Context: an optimization exercise on an open-source flow, tuned for small area, a short achievable clock period and few clock cycles per item. The choices shown serve that exercise and are no tape-out recipe.
Only simulation tests tie the RTL to the original design; equivalence was not proved.
No activity file was given, so power comes from the tool's default toggle rates.

== run 1 ==
// exec_cluster
module exec_cluster (
  input  logic        clk,
  input  logic        rst_n,
  input  logic        in_valid,
  input  logic [6:0]  in_funct7,
  input  logic [2:0]  in_funct3,
  input  logic [31:0] in_a,
  input  logic [31:0] in_b,
  output logic        in_credit,
  input  logic        out_credit,
  output logic        out_valid,
  output logic [3:0]  out_tag,
  output logic [31:0] out_value
);
  logic        ir_v;
  logic        ir_md;
  logic [2:0]  ir_f3;
  logic [31:0] ir_a;
  logic [31:0] ir_b;
  logic        ir_sub, ir_left, ir_arith;
  logic        ir_add, ir_sh, ir_slt, ir_sltu, ir_xor, ir_or, ir_and;
  logic        d_md, d_alt;
  assign d_md  = (in_funct7 == 7'b0000001);
  assign d_alt = (in_funct7 == 7'b0100000);
  always_ff @(posedge clk) begin
    if (!rst_n) ir_v <= 1'b0;
    else        ir_v <= in_valid;
  end
  always_ff @(posedge clk) begin
    ir_md    <= d_md;
    ir_f3    <= in_funct3;
    ir_a     <= in_a;
    ir_b     <= in_b;
    ir_sub   <= (in_funct3 == 3'd0) ? d_alt : 1'b1;
    ir_left  <= (in_funct3 == 3'd1);
    ir_arith <= d_alt && (in_funct3 == 3'd5);
    ir_add   <= !d_md && (in_funct3 == 3'd0);
    ir_sh    <= !d_md && (in_funct3 == 3'd1 || in_funct3 == 3'd5);
    ir_slt   <= !d_md && (in_funct3 == 3'd2);
    ir_sltu  <= !d_md && (in_funct3 == 3'd3);
    ir_xor   <= !d_md && (in_funct3 == 3'd4);
    ir_or    <= !d_md && (in_funct3 == 3'd6);
    ir_and   <= !d_md && (in_funct3 == 3'd7);
  end
  logic [31:0] s_lo [4];    
  logic [31:0] s_hi [4];    
  logic [2:0]  s_op [4];    
  logic [3:0]  s_done;
  logic [3:0]  s_wait;      
  logic [1:0]  wr_ptr;
  ...
==> flow/config.mk <==
export PLATFORM = sky130hd
export DESIGN_NAME = exec_cluster
export DESIGN_NICKNAME = exec_cluster
export VERILOG_FILES = /design/flow/design.v
export SDC_FILE = /design/flow/constraint.sdc
export NUM_CORES = 4
export LEC_CHECK = 0
export CAP_MARGIN = 20
export CORE_MARGIN = 2
export CORE_UTILIZATION = 60
export PLACE_DENSITY = 0.75
export SETUP_SLACK_MARGIN = 3.0
export SLEW_MARGIN = 20
==> flow/constraint.sdc <==
create_clock -name core_clock -period 8.0 [get_ports {clk}]
set_input_delay 1.6000 -clock core_clock [delete_from_list [all_inputs] [get_ports {clk}]]
set_output_delay 1.6000 -clock core_clock [all_outputs]
set_load 0.01 [all_outputs]
run.sh (not shown) runs the stock make flow with config.mk's settings and CLKGATE_MAP_FILE= SYNTH_SCRIPT=/design/flow/synth_recipe.tcl, a recipe that flattens the netlist after the stock synthesis.
Every stage of the flow completed for run 1, and the final layout passed the timing, DRC and antenna checks.
Testbench counts of run 1, summed over its fixed seeds: cycles 7,612, items 4,800.
[inputs] run 2 vs run 1
- CORE_UTILIZATION changed from 60 to 40
- PLACE_DENSITY changed from 0.75 to 0.6
- SETUP_SLACK_MARGIN changed from 3.0 to 3.5
### Flow results
Post-cts repair resize count went up by more than 100% going from run 1 to run 2. Total of plain and repair buffers excluding clock buffers delta for run 2 relative to run 1: 141 higher. On die width: between run 1 and run 2, it ends up higher for run 2. Cell area | run 2 vs run 1 | run 2 larger. [compare] base=run 1 new=run 2: net count of the finished layout rose 146; wire length +about 7%; setup slack fell by 0.0093 ns; areal power density over the cells went down. Density: run 2 sparser than run 1. The run showing the smaller pin count of the biggest net entering global routing is run 2. Note that the met2 routed wirelength recorded for run 2 amounts to 1.12 times the value seen in run 1.
Input changes introduced in run 3 (baseline for comparison: run 2):
- SETUP_SLACK_MARGIN now 3.0, was 3.5
[summary]
- On final-report max-slew violation count, run 3 tracks run 2 almost exactly.
- When run 3 is set beside run 2, its total power of the final layout turns out to be 170 uW larger.
- Placed wire-length estimate is lower on run 2
- Diff run 2 -> run 3: length of routed wiring on met1 roughly the same; clock skew lower.
- Summary of run 3 over run 2: post-layout utilization of the core decreased 1.8 points, delay of the slowest critical-path stage went down by 0.30 ns.

==> static timing again, ports no longer ideal <==
In the flow no input, the clock included, has a driving cell. The finished layouts below were timed again as built, in two steps. Step 1 assumes that a clkbuf_16 drives the clock port and a buf_2 every other input. Step 2 moves the port delays by t, midway between the first and last clock arrival at a register: inputs arrive t later, outputs are due t later. That takes back most of the time a late clock gives input paths. a / b / c = ideal / step 1 / step 2; a / b = the first two.
run | t (ns) | setup slack, ns | worst hold slack (ns) | pins driven straight from the clock port
run 1 | 0.696 | 2.511 / 2.511 / 2.511 | 0.535 / 0.535 / 0.535 | 1
run 2 | 0.746 | 2.502 / 2.502 / 2.502 | 0.536 / 0.536 / 0.536 | 1
run 3 | 0.707 | 2.641 / 2.641 / 2.641 | 0.521 / 0.521 / 0.521 | 1
After both steps setup and hold are still met in every run listed.
